What follows belongs to an exercise in optimizing a design on an open flow for small area, a short achievable clock period and few clock cycles; a production flow would make more cautious choices.
Where RTL was checked, it was by simulation tests only, not by an equivalence proof against the original.
No functional check of the RTL was part of run 7.
Power and IR drop assume default switching activity.

### design/flow/design.v
`default_nettype none
package rv_isa_pkg;
    localparam int xlen = 32;
    typedef logic [xlen-1:0] word_t;
    localparam int opc_lsb   = 0;
    localparam int f3_lsb    = 12;
    localparam int imm_u_lsb = 12;
    localparam int imm_i_lsb = 20;
    localparam int f7_lsb    = 25;
    localparam logic [6:0] opc_op     = 7'b0110011;
    localparam logic [6:0] opc_op_imm = 7'b0010011;
    localparam logic [6:0] opc_lui    = 7'b0110111;
    localparam logic [6:0] opc_op_fp  = 7'b1010011;
    localparam logic [6:0] f7_base = 7'b0000000;
    localparam logic [6:0] f7_alt  = 7'b0100000;
    localparam logic [6:0] f7_fadd = 7'b0000000;
    localparam logic [6:0] f7_fsub = 7'b0000100;
    localparam logic [2:0] f3_add  = 3'b000;
    localparam logic [2:0] f3_sub  = 3'b000;
    localparam logic [2:0] f3_sll  = 3'b001;
    localparam logic [2:0] f3_slt  = 3'b010;
    localparam logic [2:0] f3_sltu = 3'b011;
    localparam logic [2:0] f3_xor  = 3'b100;
    localparam logic [2:0] f3_srl  = 3'b101;
    localparam logic [2:0] f3_sra  = 3'b101;
    localparam logic [2:0] f3_or   = 3'b110;
    localparam logic [2:0] f3_and  = 3'b111;
endpackage
`default_nettype wire
`default_nettype none
package ex_ctrl_pkg;
    localparam int fp_exp_w = 8;
    localparam int fp_man_w = 23;
    localparam int fp_bias  = 127;
    typedef enum logic [1:0] {
        unit_none = 2'd0,
        unit_alu  = 2'd1,
        unit_fpu  = 2'd2
    } unit_e;
    typedef enum logic [3:0] {
        alu_add    = 4'd0,
        alu_sub    = 4'd1,
        alu_sll    = 4'd2,
        alu_slt    = 4'd3,
        alu_sltu   = 4'd4,
        alu_xor    = 4'd5,
        alu_srl    = 4'd6,
        alu_sra    = 4'd7,
        alu_or     = 4'd8,
        alu_and    = 4'd9,
        alu_pass_b = 4'd10
    } alu_op_e;
    typedef struct packed {
        unit_e   unit;
        alu_op_e alu_op;
        logic    fp_sub;
    } ex_ctrl_t;
endpackage
`default_nettype wire
`default_nettype none
module ex_decode (
    input  rv_isa_pkg::word_t inst,
    output logic              legal,
    output logic              is_fp
);
    logic [6:0] opcode, funct7;
    logic [2:0] funct3;
    logic       f7_zero, f7_alt;
    assign opcode  = inst[6:0];
    assign funct3  = inst[14:12];
    assign funct7  = inst[31:25];
    assign f7_zero = (funct7 == 7'b0000000);
    assign f7_alt  = (funct7 == 7'b0100000);
    always_comb begin
        is_fp = 1'b0;
        case (opcode)
            rv_isa_pkg::opc_op:     legal = f7_zero | (f7_alt & (funct3 == 3'b000 || funct3 == 3'b101));
            rv_isa_pkg::opc_op_imm: legal = (funct3 == 3'b001) ? f7_zero :
                                            (funct3 == 3'b101) ? (f7_zero | f7_alt) : 1'b1;
            rv_isa_pkg::opc_lui:    legal = 1'b1;
            rv_isa_pkg::opc_op_fp: begin
                is_fp = 1'b1;
                legal = (funct7 == rv_isa_pkg::f7_fadd) || (funct7 == rv_isa_pkg::f7_fsub);
            end
            default:                legal = 1'b0;
        endcase
    end
endmodule
`default_nettype wire
`default_nettype none
module int_alu (
    input  rv_isa_pkg::word_t inst,
    input  rv_isa_pkg::word_t rs1_data,
    input  rv_isa_pkg::word_t rs2_data,
    input  logic              fp_mode,
    input  logic [23:0]       fp_norm_in,
    input  logic [4:0]        fp_lz,
    output rv_isa_pkg::word_t alu_result,
    output logic [23:0]       fp_norm_out
);
    logic [2:0]  funct3;
    logic        is_op, is_lui, is_sll, left;
    logic [31:0] a, b, bx, p, g, rev_a, rev_fp, sr_in, rev_out, shv;
    logic [31:0] s16, s8, s4, s2, s1;
    logic [32:0] sum;
    logic        neg, fill, lt, ltu;
    logic [4:0]  shamt;
    assign funct3 = inst[14:12];
    assign is_op  = inst[5];
    assign is_lui = inst[2];
    assign is_sll = (funct3 == 3'b001);
    assign a = rs1_data;
    assign b = is_op ? rs2_data : {{20{inst[31]}}, inst[31:20]};
    assign neg = ((funct3 == 3'b000) & is_op & inst[30]) | (funct3[2:1] == 2'b01);
    assign bx  = b ^ {32{neg}};
    assign p   = a ^ bx;
    assign g   = a & bx;
    assign sum = {1'b0, a} + {1'b0, bx} + {32'd0, neg};
    assign ltu = ~sum[32];
    assign lt  = (a[31] ^ b[31]) ? a[31] : sum[31];
    always_comb begin
        for (int i = 0; i < 32; i++) rev_a[i] = a[31-i];
        for (int i = 0; i < 32; i++) rev_fp[i] = (i < 24) ? fp_norm_in[23-i] : 1'b0;
    end
    assign left  = fp_mode | is_sll;
    assign sr_in = fp_mode ? rev_fp : is_sll ? rev_a : a;
    assign shamt = fp_mode ? fp_lz : b[4:0];
    assign fill  = ~fp_mode & inst[30] & a[31] & funct3[2];
    assign s16 = shamt[4] ? {{16{fill}}, sr_in[31:16]} : sr_in;
    assign s8  = shamt[3] ? {{8{fill}}, s16[31:8]} : s16;
    assign s4  = shamt[2] ? {{4{fill}}, s8[31:4]} : s8;
    assign s2  = shamt[1] ? {{2{fill}}, s4[31:2]} : s4;
    assign s1  = shamt[0] ? {fill, s2[31:1]} : s2;
    always_comb begin
        for (int i = 0; i < 32; i++) rev_out[i] = s1[31-i];
    end
    assign shv         = left ? rev_out : s1;
    assign fp_norm_out = rev_out[31:8];
    always_comb begin
        if (is_lui) begin
            alu_result = {inst[31:12], 12'd0};
        end else begin
            case (funct3)
                3'b000:  alu_result = sum[31:0];
                3'b001:  alu_result = shv;
                3'b010:  alu_result = {31'd0, lt};
                3'b011:  alu_result = {31'd0, ltu};
                3'b100:  alu_result = p;
                3'b101:  alu_result = shv;
                3'b110:  alu_result = p | g;
                default: alu_result = g;
            endcase
        end
    end
endmodule
`default_nettype wire
`default_nettype none
module fp_adder (
    input  logic              clk,
    input  rv_isa_pkg::word_t op_a,
    input  rv_isa_pkg::word_t op_b,
    input  logic              fp_sub,
    output logic [23:0]       norm_in,
    output logic [4:0]        lz,
    input  logic [23:0]       norm_out,
    output rv_isa_pkg::word_t fp_result
);
    logic        s, s_q;
    logic [7:0]  big_exp, big_exp_q;
    logic [24:0] sum, sum_q;
    fp_align u_fp_align (
        .op_a    (op_a),
        .op_b    (op_b),
        .fp_sub  (fp_sub),
        .sign    (s),
        .big_exp (big_exp),
        .sum     (sum)
    );
    always_ff @(posedge clk) begin
        s_q       <= s;
        big_exp_q <= big_exp;
        sum_q     <= sum;
    end
    fp_norm u_fp_norm (
        .sign      (s_q),
        .big_exp   (big_exp_q),
        .sum       (sum_q),
        .lz        (lz),
        .norm_in   (norm_in),
        .norm_out  (norm_out),
        .fp_result (fp_result)
    );
endmodule
module fp_align (
    input  rv_isa_pkg::word_t op_a,
    input  rv_isa_pkg::word_t op_b,
    input  logic              fp_sub,
    output logic              sign,
    output logic [7:0]        big_exp,
    output logic [24:0]       sum
);
    logic        sign_a, sign_b, zero_a, zero_b, exp_lt, exp_eq, frac_lt;
    logic        a_big, eff_sub;
    logic [7:0]  exp_a, exp_b, diff;
    logic [8:0]  d_ab, d_ba;
    logic [23:0] man_a, man_b, big_man, small_man, aligned;
    assign sign_a = op_a[31];
    assign sign_b = op_b[31] ^ fp_sub;
    assign exp_a  = op_a[30:23];
    assign exp_b  = op_b[30:23];
    assign zero_a = (exp_a == 8'd0);
    assign zero_b = (exp_b == 8'd0);
    assign man_a  = zero_a ? 24'd0 : {1'b1, op_a[22:0]};
    assign man_b  = zero_b ? 24'd0 : {1'b1, op_b[22:0]};
    assign d_ab    = {1'b0, exp_a} - {1'b0, exp_b};
    assign d_ba    = {1'b0, exp_b} - {1'b0, exp_a};
    assign exp_lt  = d_ab[8];
    assign exp_eq  = (exp_a == exp_b);
    assign frac_lt = (op_a[22:0] < op_b[22:0]);
    assign a_big   = ~exp_lt & ~(exp_eq & ~zero_a & frac_lt);
    assign diff    = exp_lt ? d_ba[7:0] : d_ab[7:0];
    assign big_man   = a_big ? man_a : man_b;
    assign small_man = a_big ? man_b : man_a;
    assign big_exp   = a_big ? exp_a : exp_b;
    assign sign      = a_big ? sign_a : sign_b;
    assign aligned = (diff[7:5] != 3'd0) ? 24'd0 : small_man >> diff[4:0];
    assign eff_sub = sign_a ^ sign_b;
    assign sum     = {1'b0, big_man} + ({1'b0, aligned} ^ {25{eff_sub}}) + {24'd0, eff_sub};
endmodule
module fp_norm (
    input  logic              sign,
    input  logic [7:0]        big_exp,
    input  logic [24:0]       sum,
    output logic [4:0]        lz,
    output logic [23:0]       norm_in,
    input  logic [23:0]       norm_out,
    output rv_isa_pkg::word_t fp_result
);
    logic [23:0] norm_man;
    logic [7:0]  exp_out;
    logic        res_zero, res_inf;
    logic [31:0] x;
    logic [15:0] v1, c1;
    logic [7:0]  v2;
    logic [15:0] c2;
    logic [3:0]  v4;
    logic [11:0] c4;
    logic [1:0]  v8;
    logic [7:0]  c8;
    assign x = {sum[23:0], 8'd0};
    always_comb begin
        for (int i = 0; i < 16; i++) begin
            v1[i] = x[2*i+1] | x[2*i];
            c1[i] = ~x[2*i+1];
        end
        for (int i = 0; i < 8; i++) begin
            v2[i]         = v1[2*i+1] | v1[2*i];
            c2[2*i +: 2]  = v1[2*i+1] ? {1'b0, c1[2*i+1]} : {1'b1, c1[2*i]};
        end
        for (int i = 0; i < 4; i++) begin
            v4[i]         = v2[2*i+1] | v2[2*i];
            c4[3*i +: 3]  = v2[2*i+1] ? {1'b0, c2[2*(2*i+1) +: 2]} : {1'b1, c2[2*(2*i) +: 2]};
        end
        for (int i = 0; i < 2; i++) begin
            v8[i]         = v4[2*i+1] | v4[2*i];
            c8[4*i +: 4]  = v4[2*i+1] ? {1'b0, c4[3*(2*i+1) +: 3]} : {1'b1, c4[3*(2*i) +: 3]};
        end
        lz = v8[1] ? {1'b0, c8[7:4]} : {1'b1, c8[3:0]};
    end
    assign norm_in = sum[23:0];
    always_comb begin
        if (sum[24]) begin
            norm_man = sum[24:1];
            exp_out  = big_exp + 8'd1;
            res_zero = 1'b0;
            res_inf  = (big_exp >= 8'd254);
        end else begin
            norm_man = norm_out;
            exp_out  = big_exp - {3'd0, lz};
            res_zero = ({3'd0, lz} >= big_exp) | (sum[23:0] == 24'd0);
            res_inf  = (lz == 5'd0) & (big_exp == 8'd255);
        end
        fp_result = res_zero ? 32'd0 :
                    res_inf  ? {sign, 8'hff, 23'd0} :
                               {sign, exp_out, norm_man[22:0]};
    end
endmodule
`default_nettype wire
`default_nettype none
module ex_result (
    input  logic              legal,
    input  logic              is_fp,
    input  rv_isa_pkg::word_t alu_result,
    input  rv_isa_pkg::word_t fp_result,
    output logic              illegal,
    output rv_isa_pkg::word_t result
);
    assign illegal = ~legal;
    assign result  = !legal ? 32'd0 : is_fp ? fp_result : alu_result;
endmodule
`default_nettype wire
`default_nettype none
module ex_unit_top (
    input  logic  clk,
    input  logic  rst,
    input  logic  req,
    input  rv_isa_pkg::word_t inst,
    input  rv_isa_pkg::word_t rs1_data,
    input  rv_isa_pkg::word_t rs2_data,
    input  rv_isa_pkg::word_t frs1_data,
    input  rv_isa_pkg::word_t frs2_data,
    output logic  ack,
    output logic  illegal,
    output rv_isa_pkg::word_t result
);
    logic              legal, is_fp, fp_ready;
    rv_isa_pkg::word_t alu_result, fp_result;
    logic [23:0]       fp_norm_in, fp_norm_out;
    logic [4:0]        fp_lz;
    ex_decode u_ex_decode (
        .inst  (inst),
        .legal (legal),
        .is_fp (is_fp)
    );
    int_alu u_int_alu (
        .inst        (inst),
        .rs1_data    (rs1_data),
        .rs2_data    (rs2_data),
        .fp_mode     (inst[6]),
        .fp_norm_in  (fp_norm_in),
        .fp_lz       (fp_lz),
        .alu_result  (alu_result),
        .fp_norm_out (fp_norm_out)
    );
    fp_adder u_fp_adder (
        .clk       (clk),
        .op_a      (frs1_data),
        .op_b      (frs2_data),
        .fp_sub    (inst[27]),
        .norm_in   (fp_norm_in),
        .lz        (fp_lz),
        .norm_out  (fp_norm_out),
        .fp_result (fp_result)
    );
    ex_result u_ex_result (
        .legal      (legal),
        .is_fp      (is_fp),
        .alu_result (alu_result),
        .fp_result  (fp_result),
        .illegal    (illegal),
        .result     (result)
    );
    always_ff @(posedge clk or posedge rst) begin
        if (rst) fp_ready <= 1'b0;
        else     fp_ready <= req;
    end
    assign ack = req & (fp_ready | (inst[6:0] != rv_isa_pkg::opc_op_fp));
endmodule
`default_nettype wire
### design/flow/config.mk
export PLATFORM = sky130hd
export DESIGN_NAME = ex_unit_top
export DESIGN_NICKNAME = ex_unit_top
export VERILOG_FILES = /design/flow/design.v
export SDC_FILE = /design/flow/constraint.sdc
export NUM_CORES = 4
export LEC_CHECK = 0
export ABC_AREA = 1
export CAP_MARGIN = 20
export CORE_MARGIN = 2
export CORE_UTILIZATION = 65
export SETUP_SLACK_MARGIN = 2.5
export SLEW_MARGIN = 20
### design/flow/constraint.sdc
create_clock -name core_clock -period 11.0 [get_ports {clk}]
set_input_delay 2.2000 -clock core_clock [delete_from_list [all_inputs] [get_ports {clk}]]
set_output_delay 2.2000 -clock core_clock [all_outputs]
set_load 0.01 [all_outputs]
### design/flow/standard.sh
#!/bin/bash
# synth_recipe.tcl (not shown) runs the flow's synth.tcl, then flattens the netlist and writes it again
# the make line also repeats each setting of config.mk as NAME=value (left out here)
make -C /OpenROAD-flow-scripts/flow DESIGN_CONFIG=/design/flow/config.mk WORK_HOME=/design/flow/orfs CLKGATE_MAP_FILE= SYNTH_SCRIPT=/design/flow/synth_recipe.tcl "${@:-finish}"
### design/flow/flow/run.sh
#!/bin/bash
set -o pipefail
cp standard.sh standard_sh.txt
export BUFFER_PORTS_ARGS="-buffer_cell sky130_fd_sc_hd__buf_1"
bash standard.sh > standard.log 2>&1
==> reports/qor.txt, run 1 <==
clock group share of total power = 7.5%
Max Buffers Root-to-Sink = 2
via count of the first global-routing pass = 16976
final RePlAce weighted congestion = 1.19
Die Area = 0.0230 mm2
worst slew margin relative to its limit = 30.5%
slowest cell on the critical path = sky130_fd_sc_hd__clkinvlp_2
Critical Path Stages = 20
initial antenna violation count = 3
Final Total Pwr = 2.18 mW
register area share after synthesis = 4.98%
post-DR vias/cell = 6.56
top area cells in the synthesized netlist = sky130_fd_sc_hd__nand2_1 18%, sky130_fd_sc_hd__ha_1 12%, sky130_fd_sc_hd__nand3_1 10%
internal power contribution = 0.834 mW
Setup Slack @ Placement = 1.83 ns
area of the multi-input gates = 0.0121 mm2
number of buffers inserted for hold repair after clock tree synthesis = 0
final non-filler cell total = 3016
fraction of synthesized area in multiplexers = 0.918%
global-route congestion overflow total = 0
final-layout fill cell count = 1980
area share of xor/xnor cells in the synthesized design = 5.60%
number of placement rows = 54
crit path setup slack, layout = 2.45 ns
Starting DRT DRC Count = 2700
setup repair after global routing missed its margin = yes
Adder-Cell Fraction of Synth Area = 12.3%
antenna violation net count after detailed routing = 0
sw frac = 61.8%
TritonCTS sink count = 35
final period demand of the worst path = 8.55 ns
count of maximum capacitance violations = 0
first drt pass iteration count = 9
power density relative to cell area = 141 mW/mm2
share of final-layout standard cells stronger than drive strength 1 = 6.62%
Least-Margin Pin Slew = 1.04 ns
compound-gate portion of the synthesized area = 25.0%
count of endpoints failing setup in the final report = 0
port bufs = 191
count of warnings emitted by yosys = 5
Post-Place Cell Area = 0.0148 mm2
Cell variety after synth = 59
Inserted Clock Buffers = 5
Final Cell Area = 0.0155 mm2
total negative setup slack = 0 ns
average routed wire per standard cell = 21.1 um
Post-Syn Nets = 2918
post-DP HPWL = 47000 um
largest delay contributor family on the critical path = simple AND/OR/NAND/NOR gates
category of the worst setup path capture point = output port
Final Hold Viols = 0
critical path buffer and inverter count = 4
status = finished clean
mapped cell area = 0.0142 mm2
die width = 152 um
main combinational cell family by area after synthesis = simple AND/OR/NAND/NOR gates
leakage component of the power = 7.58 nW
TritonCTS clock tree = yes
global routing usage summed across all routing layers = 51.6%
Post-synth EDFFs = 0
number of ports placed on the die boundary = 197
Yosys reg bits = 35
post-synthesis area per instance = 5.41 um2
fraction of synthesis flops using an asynchronous set or reset pin = 2.86%
starting density of the core = 65.6%
cell with the most instances on the worst path = sky130_fd_sc_hd__nand2_1
synthesized-area fraction occupied by and/or/nand/nor cells = 38.9%
power share of the sequential group = 12.5%
worst supply voltage drop on vdd = 102 uV
Seq. cell area = 706 um2
max-slew violation total from the final report = 0
number of nets in the layout = 3033
Highest Clock Rate = 117 MHz
level count of the clock H-tree = 2
Floorplan Core Area = 0.0216 mm2
global-route wire length before repair = 91500 um
clock slew at the register clock pins of the worst setup and hold paths = 0.05 ns
Hold Path Class = in2async
Setup Crit Path Kind = in2out
total via count after detailed routing = 19800
Root Buffer = sky130_fd_sc_hd__clkbuf_16
Placed Cells incl. Taps = 2984
Worst Path Max Fanout = 23
Critical Path AT = 6.35 ns
Top FF cell, synth = sky130_fd_sc_hd__dfxtp_1
delay contributed by the slowest stage of the critical path = 0.58 ns
area fraction of the dominant cell type after synthesis = 18.1%
DRC violation count after routing = 0
Final period util = 77.7%
total detailed-routing wirelength = 63800 um
largest net degree at the start of global routing = 46
Die Y-Extent = 152 um
type of element launching the critical path = input pin
required arrival time at the worst endpoint = 8.80 ns
part of the total power dissipated in combinational logic = 80.0%
Post-Synthesis Cells = 2619
ordered list of cells on the worst path = buf_6 > inv_1 > nand2_1 > clkinvlp_2 > a21oi_1 > xor2_1 > ha_1 > nand2_1 > o21ai_0 > nand3_1 > nand2_1 > a21oi_1 > nand3_1 > nand3_1 > nand3b_1 > nand2_1 > nand2_1 > nand2_1 > a21oi_1 > buf_1
Area growth, synth to finish = 9.30%
net switching power figure = 1.35 mW
library cell with the largest summed area after synthesis = sky130_fd_sc_hd__nand2_1
-- flip-flops by register name, indices dropped and copies added, names as in the netlist --
register and cells:
fp_ready 1, u_fp_adder.big_exp_q 8, u_fp_adder.s_q 1, u_fp_adder.sum_q 25
-- power by group through the flow --
stage | Clock, mW | Sequential [mW] | Combinational, mW
final | 0.164 | 0.273 | 1.74
after global routing | 0.169 | 0.266 | 1.89
after CTS | 0.164 | 0.257 | 1.59
after detailed placement | 0 | 0.260 | 1.58
after global placement | 0 | 0.260 | 1.54
after floorplan | 0 | 0.212 | 1.19
-- layout by cell type (no fill, tap or decap), drive strengths merged, types with 10 or more instances in the layout --
cell / count
nand2: 700
nand3: 304
inv: 297
o21ai: 288
buf: 223
a21oi: 220
nor2: 214
ha: 131
xor2: 75
o211ai: 47
dfxtp: 34
nor3: 18
nand4: 15
o2111ai: 15
mux2i: 13
xnor2: 13
o221ai: 12
clkbuf: 11
nand3b: 10
clkinv: 10
a31oi: 10
o21a: 10
or2: 10
-- synth_stat cells (7+ instances only) --
| master | count |
|---|---|
| sky130_fd_sc_hd__nand2_1 | 683 |
| sky130_fd_sc_hd__nand3_1 | 285 |
| sky130_fd_sc_hd__inv_1 | 275 |
| sky130_fd_sc_hd__a21oi_1 | 218 |
| sky130_fd_sc_hd__nor2_1 | 207 |
| sky130_fd_sc_hd__o21ai_0 | 203 |
| sky130_fd_sc_hd__ha_1 | 131 |
| sky130_fd_sc_hd__o21ai_1 | 76 |
| sky130_fd_sc_hd__clkbuf_1 | 73 |
| sky130_fd_sc_hd__xor2_1 | 72 |
| sky130_fd_sc_hd__o211ai_1 | 47 |
| sky130_fd_sc_hd__dfxtp_1 | 34 |
| sky130_fd_sc_hd__buf_2 | 27 |
| sky130_fd_sc_hd__inv_2 | 24 |
| sky130_fd_sc_hd__nand3_2 | 18 |
| sky130_fd_sc_hd__buf_1 | 17 |
| sky130_fd_sc_hd__nor3_1 | 17 |
| sky130_fd_sc_hd__nand4_1 | 15 |
| sky130_fd_sc_hd__o2111ai_1 | 15 |
| sky130_fd_sc_hd__mux2i_1 | 13 |
| sky130_fd_sc_hd__xnor2_1 | 13 |
| sky130_fd_sc_hd__o221ai_1 | 12 |
| sky130_fd_sc_hd__nand2_2 | 11 |
| sky130_fd_sc_hd__a31oi_1 | 10 |
| sky130_fd_sc_hd__nand3b_1 | 10 |
| sky130_fd_sc_hd__o21a_1 | 10 |
| sky130_fd_sc_hd__clkinv_1 | 8 |
| sky130_fd_sc_hd__a211oi_1 | 7 |
| sky130_fd_sc_hd__and2_1 | 7 |
| sky130_fd_sc_hd__o22ai_1 | 7 |
-- cell families after synthesis --
group | Yosys count
xor gates and xnor gates | 88
DFF | 35
muxes | 13
and+or+nand+nor | 1279
adders and majority gates | 136
buffers and inverters | 437
AOI/OAI and AO/OA | 631
-- repair_timing --
item	in CTS	in global routing
pin swaps	2	8
gates cloned	2	8
setup buffers	0	13
setup endpoints to repair	19	36
resized for setup	12	59
-- metal layers --
metal,global-route usage (%),wire (um),up-vias
met5,0,25,-
met4,45.3,7940,4
met3,15.9,8890,510
met2,80.3,25800,1685
met1,56.7,21100,8601
li1,-,-,9000
-- final timing paths --
kind / from / endpoint / slack, ns
max in group asynchronous: rst / fp_ready$_DFF_PP0_ / 9.20
worst max-delay path: inst[5] / result[30] / 2.45
worst min-delay path: rst / fp_ready$_DFF_PP0_ / 1.72
min in group core_clock: req / fp_ready$_DFF_PP0_ / 2.04
-- metrics by stage --
stage | utilization, % | hold slack, ns
2_1_floorplan | - | 1.93
3_5_place_dp | 68.7 | 2.01
4_1_cts | 69.9 | 1.72
3_3_place_gp | 68.7 | 2.01
5_1_grt | 71.7 | 1.74
6_report | 71.7 | 1.72
-- final cells by class --
class	instances	area share, %
well taps	280	2.26
clock buffers	6	0.896
inverters	307	7.51
multi-input cells	2156	77.8
flip-flops and latches	35	4.55
repair buffers	228	6.68
diodes	1	0.0161
repair inverters	1	0.0323
clock inverters	2	0.226
Testbench counts, summed over its fixed seeds: cycles 27,666.
==> run 2, diff against run 1 <==
--- a/design/flow/config.mk
+++ b/design/flow/config.mk
@@ -10,4 +10,4 @@
 export CORE_MARGIN = 2
-export CORE_UTILIZATION = 65
-export SETUP_SLACK_MARGIN = 2.5
+export CORE_UTILIZATION = 50
+export SETUP_SLACK_MARGIN = 3.0
 export SLEW_MARGIN = 20
==> run 2 against run 1 <==
Still clean; flip-flop and latch count unchanged; worst hold slack lost 0.0026 ns; synthesized cell count unchanged; total power up 0.40%; cell count rose by 4.2%; global-route usage shrank 9.0 points; via count fell by 3.2%; core utilization is 14 points lower; first-iteration DRC count down 18%; count of clock-buffer cells in the layout down 1; highest routed layer is now met4.
==> reports/qor.txt, run 2 <==
Final period util = 74.3%
delay contributed by the slowest stage of the critical path = 0.44 ns
post-layout util = 58.0%
most common cell after layout, fill and taps aside = sky130_fd_sc_hd__nand2_1
Post-Syn Nets = 2918
worst slew margin relative to its limit = 23.1%
global-route congestion overflow total = 0
post-synthesis area per instance = 5.41 um2
level count of the clock H-tree = 2
sw frac = 61.9%
slowest cell on the critical path = sky130_fd_sc_hd__nand3_1
Highest Clock Rate = 122 MHz
mapped cell area = 0.0142 mm2
area fraction of the dominant cell type after synthesis = 18.1%
number of nets in the layout = 3062
Top FF cell, synth = sky130_fd_sc_hd__dfxtp_1
Post-Synthesis Cells = 2619
Floorplan Core Area = 0.0279 mm2
worst supply voltage drop on vdd = 75.8 uV
Post-Place Cell Area = 0.0150 mm2
Final Total Pwr = 2.19 mW
global routing usage summed across all routing layers = 42.6%
Seq. cell area = 706 um2
TritonCTS sink count = 35
power share of the sequential group = 12.6%
library cell with the largest summed area after synthesis = sky130_fd_sc_hd__nand2_1
power density relative to cell area = 136 mW/mm2
register area share after synthesis = 4.98%
ordered list of cells on the worst path = clkbuf_16 > buf_6 > mux2i_4 > inv_1 > nand2_1 > nand2_4 > clkinv_8 > o21ai_1 > or2_2 > o21ai_1 > nand2_1 > nand3_1 > nand3_1 > nand3_1 > nand3_1 > nand3b_1 > nand2_2 > nand2_1 > nand2_1 > nor2_1 > clkbuf_2
Critical Path AT = 5.97 ns
Die Y-Extent = 172 um
Max Buffers Root-to-Sink = 2
number of flip-flops in the largest register = 25
total detailed-routing wirelength = 66300 um
post-DR vias/cell = 6.10
starting density of the core = 50.9%
top area cells in the synthesized netlist = sky130_fd_sc_hd__nand2_1 18%, sky130_fd_sc_hd__ha_1 12%, sky130_fd_sc_hd__nand3_1 10%
Worst Path Max Fanout = 28
post-DP HPWL = 50500 um
fraction of synthesis flops using an asynchronous set or reset pin = 2.86%
count of warnings emitted by yosys = 5
Post-synth EDFFs = 0
Final Hold Viols = 0
largest net degree at the start of global routing = 58
final-layout fill cell count = 2968
Setup Crit Path Kind = in2out
global-route wire length before repair = 96100 um
number of placement rows = 61
net switching power figure = 1.36 mW
part of the total power dissipated in combinational logic = 81.2%
Root Buffer = sky130_fd_sc_hd__clkbuf_16
initial antenna violation count = 0
setup repair after global routing missed its margin = yes
Final Cell Area = 0.0162 mm2
first drt pass iteration count = 8
total via count after detailed routing = 19159
average routed wire per standard cell = 21.1 um
largest registers = u_fp_adder.sum_q: 25 flops, u_fp_adder.big_exp_q: 8 flops
top register by number of flip-flops = u_fp_adder.sum_q
worst hold slack across all endpoints = 1.71 ns
via count of the first global-routing pass = 17011
number of ports placed on the die boundary = 197
clock group share of total power = 6.2%
status = finished clean
leakage component of the power = 7.78 nW
DRC violation count after routing = 0
count of endpoints failing setup in the final report = 0
port bufs = 191
final RePlAce weighted congestion = 1.12
max-slew violation total from the final report = 0
Cell variety after synth = 59
commonest non-fill, non-tap cells in the layout = 674 x sky130_fd_sc_hd__nand2_1, 281 x sky130_fd_sc_hd__nand3_1, 269 x sky130_fd_sc_hd__inv_1
die width = 172 um
type of element launching the critical path = input pin
Starting DRT DRC Count = 2203
area of the multi-input gates = 0.0123 mm2
Area growth, synth to finish = 13.9%
antenna violation net count after detailed routing = 0
Inserted Clock Buffers = 5
most common library cells after synthesis = 683 x sky130_fd_sc_hd__nand2_1, 285 x sky130_fd_sc_hd__nand3_1, 275 x sky130_fd_sc_hd__inv_1
Least-Margin Pin Slew = 1.14 ns
required arrival time at the worst endpoint = 8.80 ns
total negative setup slack = 0 ns
count of maximum capacitance violations = 0
Die Area = 0.0297 mm2
internal power contribution = 0.835 mW
category of the worst setup path capture point = output port
most repeated cell in the gate-level netlist after synthesis = sky130_fd_sc_hd__nand2_1
share of final-layout standard cells stronger than drive strength 1 = 9.30%
TritonCTS clock tree = yes
Yosys reg bits = 35
final period demand of the worst path = 8.17 ns
clock slew at the register clock pins of the worst setup and hold paths = 0.06 ns
Hold Path Class = in2async
## run 2: power by group through the flow
stage	combinational [mW]	sequential [mW]	clock, mW
CTS	1.65	0.264	0.137
global route	1.94	0.272	0.143
global placement	1.58	0.266	0
finish	1.78	0.276	0.135
detailed placement	1.60	0.267	0
floorplan	1.19	0.212	0
## run 2: area by class of cell
type | count | area share [%]
clock buffer | 5 | 0.775
timing repair inverter | 2 | 0.0775
clock inverter | 3 | 0.124
timing repair buffer | 257 | 8.19
multi-input combinational | 2155 | 76.2
antenna | 1 | 0.0155
sequential | 35 | 4.37
inverter | 307 | 7.32
tap | 378 | 2.93
## run 2: per-stage QoR
| step | std cells | worst slack [ns] |
|---|---|---|
| after floorplan | 2619 | 3.15 |
| after global placement | 3080 | 1.72 |
| final | 3143 | 2.83 |
| after detailed placement | 3080 | 1.63 |
| after CTS | 3114 | 3.01 |
| after global routing | 3142 | 2.72 |
## run 2: worst max-delay path, delay by kind of cell
kind,cells,cell delay [ns]
AOI/OAI and AO/OA,2,0.27
and+or+nand+nor,13,2.32
muxes,1,0.32
buffers and inverters,5,0.81
## run 2: worst paths after layout
check,start,endpoint,cells after the start
setup / recovery,inst[5],result[20],21
hold / removal,rst,fp_ready$_DFF_PP0_,2
max in group asynchronous,rst,fp_ready$_DFF_PP0_,2
min in group core_clock,req,fp_ready$_DFF_PP0_,1
## run 2: logic make-up (layout without fill, tap and decap cells)
family | after synthesis | in the layout | synth area share (%)
other cells | 0 | 1 | 0
flops | 35 | 35 | 4.98
xor+xnor | 88 | 88 | 5.60
fa+ha+maj | 136 | 136 | 12.3
mux | 13 | 13 | 0.918
simple gates | 1279 | 1284 | 38.9
compound gates | 631 | 634 | 25.0
buf+inv | 437 | 574 | 12.3
## run 2: timing repair
action / CTS / global route
setup buffers: 19 / 23
pin swaps: 10 / 21
setup endpoints to repair: 38 / 35
hold buffers: 0 / 0
resized for setup: 53 / 96
cloned: 7 / 5
## run 2: per-layer routing
layer | up-vias | part of all wire (%) | track usage (%)
met5 | - | 0 | 0
met1 | 8598 | 36 | 48.0
met2 | 1193 | 44 | 68.7
li1 | 9052 | - | -
met3 | 316 | 9.7 | 7.74
met4 | 0 | 10 | 38.0
==> run 3, diff against run 2 <==
--- a/design/flow/config.mk
+++ b/design/flow/config.mk
@@ -11,3 +11,3 @@
 export CORE_UTILIZATION = 50
-export SETUP_SLACK_MARGIN = 3.0
+export SETUP_SLACK_MARGIN = 2.0
 export SLEW_MARGIN = 20
==> run 3 against run 2 <==
Area after synthesis unchanged; fmax is 6.8% lower; cell count decreased by 1.6%; critical endpoint is now result[30]; largest power group unchanged; highest routed layer unchanged.
==> reports/qor.txt, run 3 <==
average routed wire per standard cell = 20.4 um
ordered list of cells on the worst path = clkbuf_4 > buf_4 > mux2i_1 > inv_1 > nand2_1 > nand2_1 > inv_4 > o21ai_0 > nand2_1 > nand2_1 > nand2_1 > o21ai_0 > nand2_1 > nand3_1 > nand3_1 > nand3_1 > nand3b_1 > nand2_1 > nand2_1 > nand2_1 > a21oi_1 > buf_1
worst supply voltage drop on vdd = 72.3 uV
most common library cells after synthesis = 683 x sky130_fd_sc_hd__nand2_1, 285 x sky130_fd_sc_hd__nand3_1, 275 x sky130_fd_sc_hd__inv_1
antenna violation net count after detailed routing = 0
Die Area = 0.0297 mm2
starting density of the core = 50.9%
final-layout fill cell count = 3082
TritonCTS sink count = 35
max-slew violation total from the final report = 0
area of the multi-input gates = 0.0118 mm2
top register by number of flip-flops = u_fp_adder.sum_q
number of flip-flops in the largest register = 25
Final Hold Viols = 0
register area share after synthesis = 4.98%
top layer in use = met4
Least-Margin Pin Slew = 1.16 ns
Final period util = 79.7%
Setup Crit Path Kind = in2out
delay contributed by the slowest stage of the critical path = 0.46 ns
type of element launching the critical path = input pin
final non-filler cell total = 3092
Hold Path Class = in2async
Yosys reg bits = 35
first drt pass iteration count = 8
total detailed-routing wirelength = 63100 um
slowest cell on the critical path = sky130_fd_sc_hd__nand2_1
most repeated cell in the gate-level netlist after synthesis = sky130_fd_sc_hd__nand2_1
total negative setup slack = 0 ns
final period demand of the worst path = 8.76 ns
global-route wire length before repair = 93000 um
Die Y-Extent = 172 um
Starting DRT DRC Count = 2122
count of maximum capacitance violations = 0
required arrival time at the worst endpoint = 8.80 ns
Inserted Clock Buffers = 5
TritonCTS clock tree = yes
total via count after detailed routing = 18566
crit path setup slack, layout = 2.24 ns
commonest non-fill, non-tap cells in the layout = 682 x sky130_fd_sc_hd__nand2_1, 285 x sky130_fd_sc_hd__nand3_1, 274 x sky130_fd_sc_hd__inv_1
Post-Syn Nets = 2918
die width = 172 um
Metal-1 WL = 23400 um
DRC violation count after routing = 0
mapped cell area = 0.0142 mm2
number of placement rows = 61
fraction of synthesis flops using an asynchronous set or reset pin = 2.86%
worst slew margin relative to its limit = 22.5%
number of buffers inserted for hold repair after clock tree synthesis = 0
number of ports placed on the die boundary = 197
library cell with the largest summed area after synthesis = sky130_fd_sc_hd__nand2_1
met2 wire length = 28300 um
Highest Clock Rate = 114 MHz
port bufs = 191
Critical Path AT = 6.56 ns
via count of the first global-routing pass = 16543
Setup Slack @ Placement = 1.63 ns
largest net degree at the start of global routing = 92
Final Total Pwr = 2.09 mW
final RePlAce weighted congestion = 1.12
Post-Place Cell Area = 0.0150 mm2
top area cells in the synthesized netlist = sky130_fd_sc_hd__nand2_1 18%, sky130_fd_sc_hd__ha_1 12%, sky130_fd_sc_hd__nand3_1 10%
share of final-layout standard cells stronger than drive strength 1 = 4.57%
count of endpoints failing setup in the final report = 0
post-DP HPWL = 50500 um
area fraction of the dominant cell type after synthesis = 18.1%
power density relative to cell area = 137 mW/mm2
largest registers = u_fp_adder.sum_q: 25 flops, u_fp_adder.big_exp_q: 8 flops
category of the worst setup path capture point = output port
clock slew at the register clock pins of the worst setup and hold paths = 0.06 ns
Placed Cells incl. Taps = 3080
global-route congestion overflow total = 0
cell with the most instances on the worst path = sky130_fd_sc_hd__nand2_1
number of nets in the layout = 3011
Post-synth EDFFs = 0
level count of the clock H-tree = 2
Max Buffers Root-to-Sink = 2
initial antenna violation count = 0
Top FF cell, synth = sky130_fd_sc_hd__dfxtp_1
post-synthesis area per instance = 5.41 um2
setup repair after global routing missed its margin = no
count of warnings emitted by yosys = 5
leakage component of the power = 7.43 nW
Cell variety after synth = 59
status = finished clean
Worst Path Max Fanout = 28
Final Cell Area = 0.0152 mm2
most common cell after layout, fill and taps aside = sky130_fd_sc_hd__nand2_1
Floorplan Core Area = 0.0279 mm2
routed length on met3 = 5770 um
Root Buffer = sky130_fd_sc_hd__clkbuf_16
Area growth, synth to finish = 7.07%
Seq. cell area = 706 um2
global routing usage summed across all routing layers = 41.0%
Post-Synthesis Cells = 2619
post-DR vias/cell = 6.00
-- run 3: layout make-up --
type	instances	share of cell area, %
Antenna cell	1	0.0165
Inverter	307	7.61
Clock inverter	3	0.132
Sequential cell	35	4.65
Clock buffer	5	0.824
Tap cell	378	3.12
Timing Repair Buffer	214	5.90
Multi-Input combinational cell	2149	77.8
-- run 3: power by group --
part / switching, mW / total (mW) / internal (mW)
Clock: 0.0506 / 0.134 / 0.0832
Sequential: 0.0926 / 0.276 / 0.183
Combinational: 1.16 / 1.68 / 0.519
-- run 3: cell families after synthesis --
logic type / synth area share (%)
xor gates and xnor gates: 5.60
buffers and inverters: 12.3
and+or+nand+nor: 38.9
adders and majority gates: 12.3
AOI/OAI and AO/OA: 25.0
muxes: 0.918
DFF: 4.98
-- run 3: critical path, delay by kind of cell --
family	cells	cell delay (ns)
multiplexers	1	0.34
AO/OA/AOI/OAI	3	0.61
AND/OR/NAND/NOR	13	2.01
buffers and inverters	5	1.35
-- run 3: repair_timing --
item / 4_1_cts / 5_1_grt
endpoints found under the setup margin: 7 / 19
buffers inserted: 1 / 0
gates cloned: 0 / 2
resized for setup: 1 / 11
pin swaps: 1 / 2
-- run 3: metal layers --
| metal | GRT usage (%) | vias to the layer above |
|---|---|---|
| li1 | - | 8927 |
| met1 | 47.1 | 8317 |
| met2 | 67.4 | 1080 |
| met3 | 6.64 | 242 |
| met4 | 33.1 | 0 |
| met5 | 0 | - |
-- run 3: worst max-delay path by stage --
stage	slack [ns]	from	depth (start not counted)	end
floorplan	3.15	inst[14]	25	result[28]
global placement	1.72	inst[14]	27	result[24]
detailed placement	1.63	inst[14]	27	result[24]
CTS	2.10	frs1_data[25]	36	u_fp_adder.sum_q[24]$_DFF_P_
global route	2.04	inst[5]	21	result[20]
finish	2.24	inst[5]	22	result[30]
-- run 3: metrics by stage --
stage | util [%] | hold slack (ns)
2_1_floorplan | - | 1.93
3_3_place_gp | 53.7 | 2.01
3_5_place_dp | 53.7 | 2.01
4_1_cts | 54.3 | 1.71
5_1_grt | 54.5 | 1.73
6_report | 54.5 | 1.72
==> run 4, diff against run 3 <==
--- a/design/flow/config.mk
+++ b/design/flow/config.mk
@@ -7,3 +7,2 @@
 export LEC_CHECK = 0
-export ABC_AREA = 1
 export CAP_MARGIN = 20
@@ -11,3 +10,3 @@
 export CORE_UTILIZATION = 50
-export SETUP_SLACK_MARGIN = 2.0
+export SETUP_SLACK_MARGIN = 2.5
 export SLEW_MARGIN = 20
==> run 4 against run 3 <==
Clock power up about 20%; first-iteration DRC count down 8.7%; routed wire length down 3.1%; still clean.
==> reports/qor.txt, run 4 <==
first drt pass iteration count = 6
clock slew at the register clock pins of the worst setup and hold paths = 0.05 ns
Area growth, synth to finish = 23.2%
critical path buffer and inverter count = 3
port bufs = 191
sw frac = 55.7%
power density relative to cell area = 141 mW/mm2
part of the total power dissipated in combinational logic = 79.5%
met2 wire length = 28100 um
power share of the sequential group = 13.7%
most common library cells after synthesis = 229 x sky130_fd_sc_hd__nand2_1, 225 x sky130_fd_sc_hd__a21oi_1, 203 x sky130_fd_sc_hd__o21ai_0
area fraction of the dominant cell type after synthesis = 12.0%
top register by number of flip-flops = u_fp_adder.sum_q
TritonCTS clock tree = yes
setup repair after global routing missed its margin = yes
Final period util = 80.5%
worst supply voltage drop on vdd = 72.8 uV
global-route wire length before repair = 91100 um
Max Buffers Root-to-Sink = 2
starting density of the core = 50.8%
final RePlAce weighted congestion = 1.03
Top FF cell, synth = sky130_fd_sc_hd__dfxtp_1
type of element launching the critical path = input pin
net switching power figure = 1.32 mW
total detailed-routing wirelength = 61200 um
internal power contribution = 1.05 mW
commonest non-fill, non-tap cells in the layout = 226 x sky130_fd_sc_hd__nand2_1, 203 x sky130_fd_sc_hd__a21oi_1, 184 x sky130_fd_sc_hd__o21ai_0
category of the worst setup path capture point = output port
Die Y-Extent = 169 um
number of nets in the layout = 2536
Setup Crit Path Kind = in2out
library cell with the largest summed area after synthesis = sky130_fd_sc_hd__ha_1
total negative setup slack = 0 ns
DRC violation count after routing = 0
initial antenna violation count = 1
most repeated cell in the gate-level netlist after synthesis = sky130_fd_sc_hd__nand2_1
top area cells in the synthesized netlist = sky130_fd_sc_hd__ha_1 12%, sky130_fd_sc_hd__mux2i_1 10%, sky130_fd_sc_hd__a21oi_1 8.2%
ordered list of cells on the worst path = clkbuf_16 > and3b_2 > o211a_4 > or2_4 > fa_2 > a21o_1 > a21o_1 > a21o_1 > a21o_1 > a21o_1 > a21o_1 > a21o_1 > buf_6 > a311o_1 > a31o_2 > a21o_1 > a21oi_2 > nand2_1 > a21oi_2 > o221ai_2 > a21oi_2 > buf_2
number of ports placed on the die boundary = 197
largest delay contributor family on the critical path = compound AO/OA/AOI/OAI gates
Highest Clock Rate = 113 MHz
die width = 169 um
max-slew violation total from the final report = 0
Final Hold Viols = 0
post-synthesis area per instance = 6.65 um2
final non-filler cell total = 2579
final-layout fill cell count = 2614
total via count after detailed routing = 17060
count of maximum capacitance violations = 0
via count of the first global-routing pass = 15640
routed length on met3 = 5080 um
worst slew margin relative to its limit = 22.2%
post-layout util = 62.6%
TritonCTS sink count = 35
global routing usage summed across all routing layers = 41.0%
Root Buffer = sky130_fd_sc_hd__clkbuf_16
Inserted Clock Buffers = 5
register area share after synthesis = 5.17%
number of placement rows = 60
antenna violation net count after detailed routing = 0
mapped cell area = 0.0137 mm2
status = finished clean
post-DP HPWL = 46700 um
leakage component of the power = 7.22 nW
top layer in use = met5
Worst Path Max Fanout = 5
cell with the most instances on the worst path = sky130_fd_sc_hd__a21o_1
Final Total Pwr = 2.37 mW
fraction of synthesis flops using an asynchronous set or reset pin = 2.86%
count of warnings emitted by yosys = 5
Die Area = 0.0286 mm2
required arrival time at the worst endpoint = 8.80 ns
share of final-layout standard cells stronger than drive strength 1 = 17.6%
most common cell after layout, fill and taps aside = sky130_fd_sc_hd__nand2_1
global-route congestion overflow total = 0
Floorplan Core Area = 0.0269 mm2
slowest cell on the critical path = sky130_fd_sc_hd__fa_2
Hold Path Class = in2async
Metal-1 WL = 22500 um
Starting DRT DRC Count = 1937
post-DR vias/cell = 6.61
worst hold slack across all endpoints = 1.71 ns
largest registers = u_fp_adder.sum_q: 25 flops, u_fp_adder.big_exp_q: 8 flops
Placed Cells incl. Taps = 2488
Yosys reg bits = 35
largest net degree at the start of global routing = 60
count of endpoints failing setup in the final report = 0
level count of the clock H-tree = 2
delay contributed by the slowest stage of the critical path = 0.38 ns
Post-synth EDFFs = 0
average routed wire per standard cell = 23.7 um
final period demand of the worst path = 8.85 ns
Least-Margin Pin Slew = 1.15 ns
Critical Path AT = 6.65 ns
Antenna diodes = 0
number of flip-flops in the largest register = 25
Post-Synthesis Cells = 2052
Cell variety after synth = 96
Post-Syn Nets = 2351
clock group share of total power = 6.8%
==> run 4: cell types whose count changed in the layout (fill, tap and decap cells not counted), sizes merged, moves of 25 or more <==
| cell | delta |
|---|---|
| nand2 | -465 |
| mux2 | +33 |
| o21ai | -79 |
| a211oi | +25 |
| xor2 | -44 |
| a21o | +38 |
| buf | +91 |
| inv | -168 |
| nor2 | -40 |
| xnor2 | +60 |
| mux2i | +125 |
| nand3 | -240 |
==> run 4: final timing paths <==
path	start	end	slack [ns]	cells after the start
min in group core_clock	req	fp_ready$_DFF_PP0_	2.05	1
max in group asynchronous	rst	fp_ready$_DFF_PP0_	9.19	2
max	inst[5]	result[20]	2.15	22
min	rst	fp_ready$_DFF_PP0_	1.71	2
==> run 4: power by group through the flow <==
stage,clock (mW),combinational [mW],sequential (mW)
finish,0.161,1.88,0.325
global route,0.168,2.01,0.321
CTS,0.163,1.70,0.312
detailed placement,0,1.58,0.315
global placement,0,1.56,0.315
floorplan,0,1.16,0.230
==> run 4: kinds of logic (layout without fill, tap and decap cells) <==
kind of cell    count (synthesis)  after routing  share of synthesized area [%]
compound gates                705            705                           32.1
xor+xnor                      104            104                           6.78
fa+ha+maj                     137            137                           12.8
buf+inv                       269            453                           7.61
flops                          35             35                           5.17
mux                           184            184                           15.1
simple gates                  618            620                           20.5
==> run 4: routing by layer <==
layer / up-vias / track usage, %
met2: 1053 / 69.3
met3: 314 / 5.46
met4: 2 / 29.6
met5: - / 0
met1: 7896 / 47.8
li1: 7795 / -
==> run 4: per-stage QoR <==
stage	area, um2	setup WS (ns)
after global placement	14700	1.05
after floorplan	13700	2.52
after global routing	16800	2.06
after detailed placement	14700	0.943
final	16800	2.15
after CTS	15900	2.23
==> run 4: repair_timing <==
action / in CTS / in global routing
endpoints found under the setup margin: 39 / 34
gates resized for setup: 150 / 156
gates cloned: 3 / 0
hold buffers: 0 / 0
endpoints found under the hold margin: 0 / 0
buffers inserted: 44 / 34
pin swaps: 67 / 71
==> run 4: cell type report <==
type / count / area, um2 / share of cell area (%)
flip-flops and latches: 35 / 707 / 4.20
multi-input cells: 1750 / 13100 / 77.7
clock buffers: 5 / 125 / 0.744
repair buffers: 313 / 1950 / 11.6
inverters: 132 / 507 / 3.01
well taps: 341 / 427 / 2.54
clock inverters: 3 / 43.8 / 0.260
==> run 5, diff against run 4 <==
--- a/design/flow/config.mk
+++ b/design/flow/config.mk
@@ -7,5 +7,6 @@
 export LEC_CHECK = 0
+export ABC_AREA = 1
 export CAP_MARGIN = 20
 export CORE_MARGIN = 2
-export CORE_UTILIZATION = 50
+export CORE_UTILIZATION = 40
 export SETUP_SLACK_MARGIN = 2.5
==> run 5 against run 4 <==
Total power fell by 5.8%; flip-flop and latch count did not move; routed wire length rose by 14%; cell area fell by 6.0%; highest routed layer unchanged; fmax rose by 5.6%; still clean on timing, DRC and antenna; worst hold slack improved by 0.0050 ns; count of clock-buffer cells in the layout did not move; global-route usage fell by 4.5 points.
==> reports/qor.txt, run 5 <==
required arrival time at the worst endpoint = 8.80 ns
global routing usage summed across all routing layers = 36.5%
Die Y-Extent = 192 um
clock slew at the register clock pins of the worst setup and hold paths = 0.05 ns
status = finished clean
Final Hold Viols = 0
Post-Synthesis Cells = 2619
Die Area = 0.0370 mm2
DRC violation count after routing = 0
Hold Path Class = in2async
Area growth, synth to finish = 11.5%
top register by number of flip-flops = u_fp_adder.sum_q
final-layout fill cell count = 3914
antenna violation net count after detailed routing = 0
global-route wire length before repair = 102000 um
number of nets in the layout = 3037
setup repair after global routing missed its margin = no
average routed wire per standard cell = 21.8 um
category of the worst setup path capture point = output port
worst slew margin relative to its limit = 27.9%
final RePlAce weighted congestion = 1.05
power share of the sequential group = 12.6%
port bufs = 191
Yosys reg bits = 35
starting density of the core = 40.8%
slowest cell on the critical path = sky130_fd_sc_hd__o21ai_1
die width = 192 um
commonest non-fill, non-tap cells in the layout = 681 x sky130_fd_sc_hd__nand2_1, 284 x sky130_fd_sc_hd__nand3_1, 272 x sky130_fd_sc_hd__inv_1
TritonCTS sink count = 35
most common library cells after synthesis = 683 x sky130_fd_sc_hd__nand2_1, 285 x sky130_fd_sc_hd__nand3_1, 275 x sky130_fd_sc_hd__inv_1
cell with the most instances on the worst path = sky130_fd_sc_hd__nand2_1
total negative setup slack = 0 ns
fraction of synthesis flops using an asynchronous set or reset pin = 2.86%
global-route congestion overflow total = 0
level count of the clock H-tree = 2
worst supply voltage drop on vdd = 153 uV
count of maximum capacitance violations = 0
Post-Place Cell Area = 0.0151 mm2
area of the multi-input gates = 0.0121 mm2
Top FF cell, synth = sky130_fd_sc_hd__dfxtp_1
via count of the first global-routing pass = 17243
Inserted Clock Buffers = 5
largest registers = u_fp_adder.sum_q: 25 flops, u_fp_adder.big_exp_q: 8 flops
most common cell after layout, fill and taps aside = sky130_fd_sc_hd__nand2_1
number of buffers inserted for hold repair after clock tree synthesis = 0
net switching power figure = 1.40 mW
library cell with the largest summed area after synthesis = sky130_fd_sc_hd__nand2_1
number of placement rows = 68
sw frac = 62.6%
Post-synth EDFFs = 0
number of flip-flops in the largest register = 25
Final Cell Area = 0.0158 mm2
Cell variety after synth = 59
clock group share of total power = 7.3%
Least-Margin Pin Slew = 1.08 ns
total detailed-routing wirelength = 69500 um
power density relative to cell area = 141 mW/mm2
share of final-layout standard cells stronger than drive strength 1 = 6.86%
TritonCTS clock tree = yes
delay contributed by the slowest stage of the critical path = 0.46 ns
Root Buffer = sky130_fd_sc_hd__clkbuf_16
Seq. cell area = 706 um2
area fraction of the dominant cell type after synthesis = 18.1%
Critical Path AT = 6.19 ns
Starting DRT DRC Count = 2145
Max Buffers Root-to-Sink = 2
post-synthesis area per instance = 5.41 um2
final period demand of the worst path = 8.39 ns
Antenna diodes = 0
largest net degree at the start of global routing = 50
total via count after detailed routing = 18756
internal power contribution = 0.833 mW
post-DR vias/cell = 5.87
number of ports placed on the die boundary = 197
first drt pass iteration count = 7
top area cells in the synthesized netlist = sky130_fd_sc_hd__nand2_1 18%, sky130_fd_sc_hd__ha_1 12%, sky130_fd_sc_hd__nand3_1 10%
Final period util = 76.2%
count of warnings emitted by yosys = 5
count of endpoints failing setup in the final report = 0
post-DP HPWL = 55600 um
leakage component of the power = 7.61 nW
Setup Crit Path Kind = in2out
Floorplan Core Area = 0.0347 mm2
Highest Clock Rate = 119 MHz
part of the total power dissipated in combinational logic = 80.1%
most repeated cell in the gate-level netlist after synthesis = sky130_fd_sc_hd__nand2_1
max-slew violation total from the final report = 0
Post-Syn Nets = 2918
initial antenna violation count = 2
Worst Path Max Fanout = 12
ordered list of cells on the worst path = buf_1 > nand2_4 > nor2_4 > buf_12 > inv_2 > o21ai_1 > nand2_1 > o21ai_1 > nand2_1 > inv_1 > a21oi_1 > o21ai_1 > nand2_1 > nand3_1 > and2_1 > nand2_1 > nand3_1 > nand2_1 > nand2_1 > nand2_1 > nand2_1 > nor2_4 > clkbuf_2
mapped cell area = 0.0142 mm2
register area share after synthesis = 4.98%
type of element launching the critical path = input pin
## run 5: cell count changes in the layout (fill, tap and decap cells not counted), sizes merged, moves of 38 or more
cell	before	now
a21o	40	2
nor2	172	215
nand2	232	699
nand3	63	304
xnor2	73	13
mux2i	138	13
inv	130	297
o21ai	208	287
buf	302	227
xor2	31	75
## run 5: logic make-up (layout without fill, tap and decap cells)
kind of cell	after synthesis	count (layout)	share of synthesized area (%)
AOI/OAI and AO/OA	631	632	25.0
xor gates and xnor gates	88	88	5.60
adders and majority gates	136	136	12.3
buffers and inverters	437	549	12.3
DFF	35	35	4.98
muxes	13	13	0.918
and+or+nand+nor	1279	1286	38.9
## run 5: worst paths after layout
kind	startpoint	endpoint	slack [ns]	depth (start not counted)
worst max-delay path	inst[12]	result[22]	2.61	23
worst min-delay path	rst	fp_ready$_DFF_PP0_	1.72	2
max in group asynchronous	rst	fp_ready$_DFF_PP0_	9.19	2
min in group core_clock	req	fp_ready$_DFF_PP0_	2.04	1
## run 5: power by group through the flow
stage | registers (mW) | logic [mW] | clock network, mW
final | 0.282 | 1.78 | 0.163
after floorplan | 0.212 | 1.19 | 0
after global placement | 0.278 | 1.67 | 0
after CTS | 0.274 | 1.70 | 0.166
after global routing | 0.279 | 1.95 | 0.171
after detailed placement | 0.276 | 1.68 | 0
## run 5: worst max-delay path: cells and delay by family
family	cells	cell delay (ns)
AO/OA/AOI/OAI	4	1.06
buffers and inverters	5	0.92
AND/OR/NAND/NOR	14	1.98
## run 5: timing repair
item,CTS,global route
endpoints found under the setup margin,35,28
resized for setup,25,48
gates cloned,4,5
pin swaps,3,13
setup buffers,2,15
## run 5: layout make-up
class	instances	area share, %
multi-input combinational	2155	76.4
inverter	307	7.35
timing repair buffer	233	7.09
sequential	35	4.46
tap	455	3.60
clock buffer	5	0.792
clock inverter	3	0.277
timing repair inverter	1	0.0475
## run 5: per-layer routing
metal  routed length, um  share of wire, %  global-route usage (%)
met4                5320               7.6                    23.4
met2               30600                44                    59.5
met1               27300                39                    44.7
met5                   8             0.012                       0
met3                6330               9.1                    5.82
## run 5: per-stage QoR
| stage | total power [mW] | std cells | hold slack (ns) | setup WS (ns) | util [%] |
|---|---|---|---|---|---|
| after floorplan | 1.40 | 2619 | 1.93 | 3.15 | - |
| after global placement | 1.95 | 3160 | 2.01 | 1.72 | 43.4 |
| after detailed placement | 1.96 | 3160 | 2.02 | 1.60 | 43.4 |
| after CTS | 2.14 | 3174 | 1.72 | 2.47 | 44.4 |
| after global routing | 2.40 | 3194 | 1.72 | 2.50 | 45.5 |
| final | 2.23 | 3194 | 1.72 | 2.61 | 45.5 |
==> run 6, diff against run 5 <==
--- a/design/flow/config.mk
+++ b/design/flow/config.mk
@@ -10,3 +10,3 @@
 export CORE_MARGIN = 2
-export CORE_UTILIZATION = 40
+export CORE_UTILIZATION = 50
 export SETUP_SLACK_MARGIN = 2.5
==> run 6 against run 5 <==
Global-route usage up 4.7 points; die area fell by 20%; combinational power down 4%; flip-flop and latch count is the same; fmax rose by 0.18%; cell area decreased by 2.2%; largest cell class unchanged.
==> reports/qor.txt, run 6 <==
level count of the clock H-tree = 2
Area growth, synth to finish = 8.99%
number of placement rows = 61
Post-Synthesis Cells = 2619
Critical Path AT = 6.17 ns
post-synthesis area per instance = 5.41 um2
starting density of the core = 50.9%
top register by number of flip-flops = u_fp_adder.sum_q
number of ports placed on the die boundary = 197
Final Cell Area = 0.0155 mm2
count of warnings emitted by yosys = 5
crit path setup slack, layout = 2.63 ns
Highest Clock Rate = 119 MHz
total negative setup slack = 0 ns
antenna violation net count after detailed routing = 0
count of maximum capacitance violations = 0
Starting DRT DRC Count = 2115
Floorplan Core Area = 0.0279 mm2
critical path buffer and inverter count = 3
Final Total Pwr = 2.11 mW
post-DR vias/cell = 6.04
Setup Crit Path Kind = in2out
Seq. cell area = 706 um2
Root Buffer = sky130_fd_sc_hd__clkbuf_16
DRC violation count after routing = 0
startpoint of the worst setup timing path = inst[12]
post-DP HPWL = 50500 um
global-route congestion overflow total = 0
Worst setup endpoint = result[30]
worst supply voltage drop on vdd = 73.4 uV
Cell variety after synth = 59
die width = 172 um
port bufs = 191
number of flip-flops in the largest register = 25
count of endpoints failing setup in the final report = 0
TritonCTS clock tree = yes
total detailed-routing wirelength = 64600 um
Max Buffers Root-to-Sink = 2
Critical Path Stages = 21
clock slew at the register clock pins of the worst setup and hold paths = 0.06 ns
Post-Syn Nets = 2918
area fraction of the dominant cell type after synthesis = 18.1%
top area cells in the synthesized netlist = sky130_fd_sc_hd__nand2_1 18%, sky130_fd_sc_hd__ha_1 12%, sky130_fd_sc_hd__nand3_1 10%
Die Y-Extent = 172 um
slowest cell on the critical path = sky130_fd_sc_hd__o22ai_1
Worst Path Max Fanout = 57
power density relative to cell area = 137 mW/mm2
Antenna diodes = 0
Inserted Clock Buffers = 5
Hold Path Class = in2async
Yosys reg bits = 35
cell with the most instances on the worst path = sky130_fd_sc_hd__nand2_1
TritonCTS sink count = 35
total via count after detailed routing = 18793
most repeated cell in the gate-level netlist after synthesis = sky130_fd_sc_hd__nand2_1
number of buffers inserted for hold repair after clock tree synthesis = 0
Final period util = 76.1%
worst hold slack across all endpoints = 1.72 ns
commonest non-fill, non-tap cells in the layout = 680 x sky130_fd_sc_hd__nand2_1, 284 x sky130_fd_sc_hd__nand3_1, 273 x sky130_fd_sc_hd__inv_1
worst slew margin relative to its limit = 25.7%
setup repair after global routing missed its margin = yes
final-layout fill cell count = 3058
largest delay contributor family on the critical path = simple AND/OR/NAND/NOR gates
type of element launching the critical path = input pin
ordered list of cells on the worst path = buf_1 > nand2_2 > nor2_4 > clkbuf_8 > o21ai_0 > o22ai_1 > o21ai_0 > nand2_1 > nand2_1 > nand2_1 > o21ai_0 > nand2_1 > nand3_1 > nand3_1 > nand3_1 > nand3b_1 > nand2_1 > nand2_1 > nand2_1 > a21oi_1 > buf_1
largest net degree at the start of global routing = 58
status = finished clean
Final Hold Viols = 0
area of the multi-input gates = 0.0120 mm2
largest registers = u_fp_adder.sum_q: 25 flops, u_fp_adder.big_exp_q: 8 flops
leakage component of the power = 7.54 nW
most common cell after layout, fill and taps aside = sky130_fd_sc_hd__nand2_1
Post-synth EDFFs = 0
via count of the first global-routing pass = 16634
final period demand of the worst path = 8.37 ns
Die Area = 0.0297 mm2
mapped cell area = 0.0142 mm2
average routed wire per standard cell = 20.8 um
max-slew violation total from the final report = 0
Least-Margin Pin Slew = 1.10 ns
initial antenna violation count = 0
share of final-layout standard cells stronger than drive strength 1 = 5.86%
Top FF cell, synth = sky130_fd_sc_hd__dfxtp_1
fraction of synthesis flops using an asynchronous set or reset pin = 2.86%
global-route wire length before repair = 93500 um
category of the worst setup path capture point = output port
global routing usage summed across all routing layers = 41.2%
Post-Place Cell Area = 0.0150 mm2
most common library cells after synthesis = 683 x sky130_fd_sc_hd__nand2_1, 285 x sky130_fd_sc_hd__nand3_1, 275 x sky130_fd_sc_hd__inv_1
final RePlAce weighted congestion = 1.12
first drt pass iteration count = 8
library cell with the largest summed area after synthesis = sky130_fd_sc_hd__nand2_1
required arrival time at the worst endpoint = 8.80 ns
delay contributed by the slowest stage of the critical path = 0.60 ns
register area share after synthesis = 4.98%
number of nets in the layout = 3030
Setup Slack @ Placement = 1.63 ns
==> run 6: final cells by class <==
class / count / area share [%]
repair inverters: 1 / 0.0486
flip-flops and latches: 35 / 4.57
clock buffers: 5 / 0.810
clock inverters: 3 / 0.130
repair buffers: 227 / 6.53
multi-input cells: 2154 / 77.3
inverters: 307 / 7.51
well taps: 378 / 3.06
==> run 6: per-layer routing <==
metal,vias to the layer above,wire (um),part of all wire (%),GRT usage [%]
met5,-,0,0,0
met4,0,6300,9.8,33.1
met2,1094,28800,45,68.3
li1,9001,-,-,-
met3,276,5750,8.9,6.61
met1,8422,23800,37,47.0
==> run 6: repair_timing <==
action / in CTS / in global routing
gates resized for setup: 10 / 33
gates cloned: 2 / 6
setup endpoints to repair: 31 / 35
pin swaps: 3 / 6
setup buffers: 1 / 13
==> run 6: through the flow <==
step           cells  utilization, %
6_report        3110            55.5
5_1_grt         3110            55.5
4_1_cts         3091            54.5
2_1_floorplan   2619               -
3_3_place_gp    3080            53.7
3_5_place_dp    3080            53.7
==> run 6: how the worst min path moves through the flow <==
stage | from | slack, ns | depth (start not counted) | to
after global placement | rst | 2.01 | 2 | fp_ready$_DFF_PP0_
final | rst | 1.72 | 2 | fp_ready$_DFF_PP0_
after CTS | rst | 1.71 | 2 | fp_ready$_DFF_PP0_
after floorplan | rst | 1.93 | 1 | fp_ready$_DFF_PP0_
after detailed placement | rst | 2.01 | 2 | fp_ready$_DFF_PP0_
after global routing | rst | 1.73 | 2 | fp_ready$_DFF_PP0_
==> run 6: power breakdown <==
group | switching [mW] | internal (mW) | total [mW]
registers | 0.0925 | 0.183 | 0.275
clock network | 0.0505 | 0.0832 | 0.134
logic | 1.17 | 0.530 | 1.70
total | 1.32 | 0.796 | 2.11
==> run 6: cells by family after synthesis <==
family                   after synthesis  share of synthesized area, %
AO/OA/AOI/OAI                        631                          25.0
XOR/XNOR                              88                          5.60
adder cells (fa/ha/maj)              136                          12.3
buffers and inverters                437                          12.3
flip-flops                            35                          4.98
multiplexers                          13                         0.918
AND/OR/NAND/NOR                     1279                          38.9
==> run 7, diff against run 6 <==
--- a/design/flow/design.v
+++ b/design/flow/design.v
@@ -117,3 +117,8 @@
     assign g   = a & bx;
-    assign sum = {1'b0, a} + {1'b0, bx} + {32'd0, neg};
+    int_prefix_add u_add (
+        .a   (a),
+        .b   (bx),
+        .cin (neg),
+        .s   (sum)
+    );
     assign ltu = ~sum[32];
@@ -155,2 +160,26 @@
 endmodule
+module int_prefix_add (
+    input  logic [31:0] a,
+    input  logic [31:0] b,
+    input  logic        cin,
+    output logic [32:0] s
+);
+    logic [31:0] p0, g0, p, g;
+    assign p0 = a ^ b;
+    assign g0 = a & b;
+    always_comb begin
+        p = p0;
+        g = g0;
+        g[0] = g0[0] | (p0[0] & cin);
+        for (int l = 0; l < 5; l++) begin
+            for (int j = 0; j < 32; j++) begin
+                if (j & (1 << l)) begin
+                    g[j] = g[j] | (p[j] & g[((j >> l) << l) - 1]);
+                    p[j] = p[j] & p[((j >> l) << l) - 1];
+                end
+            end
+        end
+    end
+    assign s = {g[31], p0 ^ {g[30:0], cin}};
+endmodule
 `default_nettype wire
==> run 7 against run 6 <==
Synthesized cell count fell by 4.4%; die area is 0.86% lower; core utilization about the same; total power up 5.1%; critical path type unchanged.
==> reports/qor.txt, run 7 <==
DRC violation count after routing = 0
Floorplan Core Area = 0.0277 mm2
Starting DRT DRC Count = 2566
type of element launching the critical path = input pin
post-DP HPWL = 50800 um
Post-Synthesis Cells = 2505
number of ports placed on the die boundary = 197
total detailed-routing wirelength = 63800 um
Worst Path Max Fanout = 9
final period demand of the worst path = 8.32 ns
Max Buffers Root-to-Sink = 2
number of flip-flops in the largest register = 25
Post-Syn Nets = 2808
Antenna diodes = 0
Final period util = 75.7%
final-layout fill cell count = 2979
top area cells in the synthesized netlist = sky130_fd_sc_hd__nand2_1 16%, sky130_fd_sc_hd__ha_1 12%, sky130_fd_sc_hd__nand3_1 11%
Area growth, synth to finish = 9.41%
global-route congestion overflow total = 0
Die Y-Extent = 172 um
worst slew margin relative to its limit = 31.8%
Post-Place Cell Area = 0.0148 mm2
grt met1 use = 57.4%
die width = 172 um
sw frac = 63.0%
Cell variety after synth = 67
worst supply voltage drop on vdd = 87.3 uV
status = finished clean
power density relative to cell area = 144 mW/mm2
post-synthesis area per instance = 5.61 um2
mapped cell area = 0.0141 mm2
top register by number of flip-flops = u_fp_adder.sum_q
total via count after detailed routing = 18547
first drt pass iteration count = 8
most common cell after layout, fill and taps aside = sky130_fd_sc_hd__nand2_1
Final Hold Viols = 0
largest net degree at the start of global routing = 87
number of buffers inserted for hold repair after clock tree synthesis = 0
post-layout util = 55.5%
Inserted Clock Buffers = 5
most common library cells after synthesis = 602 x sky130_fd_sc_hd__nand2_1, 307 x sky130_fd_sc_hd__nand3_1, 287 x sky130_fd_sc_hd__inv_1
level count of the clock H-tree = 2
required arrival time at the worst endpoint = 8.80 ns
Least-Margin Pin Slew = 1.02 ns
final RePlAce weighted congestion = 1.05
Final Cell Area = 0.0154 mm2
Final Total Pwr = 2.22 mW
Setup Crit Path Kind = in2out
count of endpoints failing setup in the final report = 0
==> run 7: path summary, 6_finish.rpt <==
check / from / endpoint / slack [ns] / cells past startpoint
max: inst[13] / result[17] / 2.68 / 23
min: rst / fp_ready$_DFF_PP0_ / 1.70 / 2
max in group asynchronous: rst / fp_ready$_DFF_PP0_ / 9.21 / 2
min in group core_clock: req / fp_ready$_DFF_PP0_ / 2.03 / 1
==> run 7: final cells by class <==
type                            instances  area (um2)  area share [%]
Tap cell                              378         473            3.08
Clock inverter                          3        25.0           0.163
Timing Repair inverter                  2        12.5          0.0814
Inverter                              311        1180            7.66
Multi-Input combinational cell       2034       11800            76.5
Timing Repair Buffer                  234        1090            7.10
Sequential cell                        35         706            4.59
Clock buffer                            5         125           0.814
==> run 7: critical path, stage by stage <==
cell                       delay, ns
sky130_fd_sc_hd__buf_2          0.17
sky130_fd_sc_hd__nor2_4         0.13
sky130_fd_sc_hd__inv_2          0.07
sky130_fd_sc_hd__nor2_2         0.11
sky130_fd_sc_hd__nand3_2        0.09
sky130_fd_sc_hd__nand2_4        0.17
sky130_fd_sc_hd__buf_12         0.17
sky130_fd_sc_hd__buf_4          0.12
sky130_fd_sc_hd__xor2_1         0.34
sky130_fd_sc_hd__ha_1           0.36
sky130_fd_sc_hd__a21oi_1        0.20
sky130_fd_sc_hd__o21ai_0        0.18
sky130_fd_sc_hd__a21oi_4        0.22
sky130_fd_sc_hd__o21ai_4        0.10
sky130_fd_sc_hd__fa_2           0.36
sky130_fd_sc_hd__and3_1         0.19
sky130_fd_sc_hd__o32ai_1        0.21
sky130_fd_sc_hd__o21bai_1       0.15
sky130_fd_sc_hd__nand2_1        0.08
sky130_fd_sc_hd__nand2_2        0.13
sky130_fd_sc_hd__nand2_1        0.06
sky130_fd_sc_hd__a21oi_1        0.14
sky130_fd_sc_hd__buf_2          0.16
==> run 7: through the flow <==
stage / setup slack (ns) / hold slack [ns] / instances
after floorplan: 2.65 / 1.93 / 2505
after global placement: 1.92 / 2.01 / 2968
after detailed placement: 1.79 / 2.01 / 2968
after CTS: 2.44 / 1.70 / 2978
after global routing: 2.44 / 1.72 / 3002
final: 2.68 / 1.70 / 3002
==> run 7: logic make-up (layout without fill, tap and decap cells) <==
| family | count (synthesis) | in the layout | share of synthesized area [%] |
|---|---|---|---|
| DFF | 35 | 35 | 5.02 |
| and+or+nand+nor | 1199 | 1204 | 37.7 |
| muxes | 14 | 14 | 1.11 |
| AOI/OAI and AO/OA | 582 | 583 | 24.4 |
| xor gates and xnor gates | 92 | 93 | 5.79 |
| adders and majority gates | 140 | 140 | 12.9 |
| buffers and inverters | 443 | 555 | 13.0 |
==> run 7: timing repair <==
item / 4_1_cts / 5_1_grt
cloned: 0 / 10
setup buffers: 2 / 13
endpoints found under the setup margin: 22 / 33
pin swaps: 3 / 11
gates resized for setup: 20 / 30
==> run 7: routing by layer <==
| layer | vias up | share of wire (%) |
|---|---|---|
| met1 | 8518 | 42 |
| li1 | 8654 | - |
| met5 | - | 0 |
| met3 | 152 | 14 |
| met4 | 0 | 4.4 |
| met2 | 1223 | 40 |
==> run 7: power groups by stage <==
stage | clock [mW] | sequential, mW | combinational, mW
floorplan | 0 | 0.218 | 1.22
global placement | 0 | 0.245 | 1.69
detailed placement | 0 | 0.245 | 1.70
CTS | 0.148 | 0.242 | 1.72
global route | 0.154 | 0.249 | 1.97
finish | 0.147 | 0.245 | 1.83

Check on run 7: ideal ports give 2.678 ns setup slack; a clkbuf_16 on the clock port and buf_2 on the inputs give 2.656 ns; moving port delays by the midpoint clock arrival (0.324 ns) as well gives 2.638 ns.
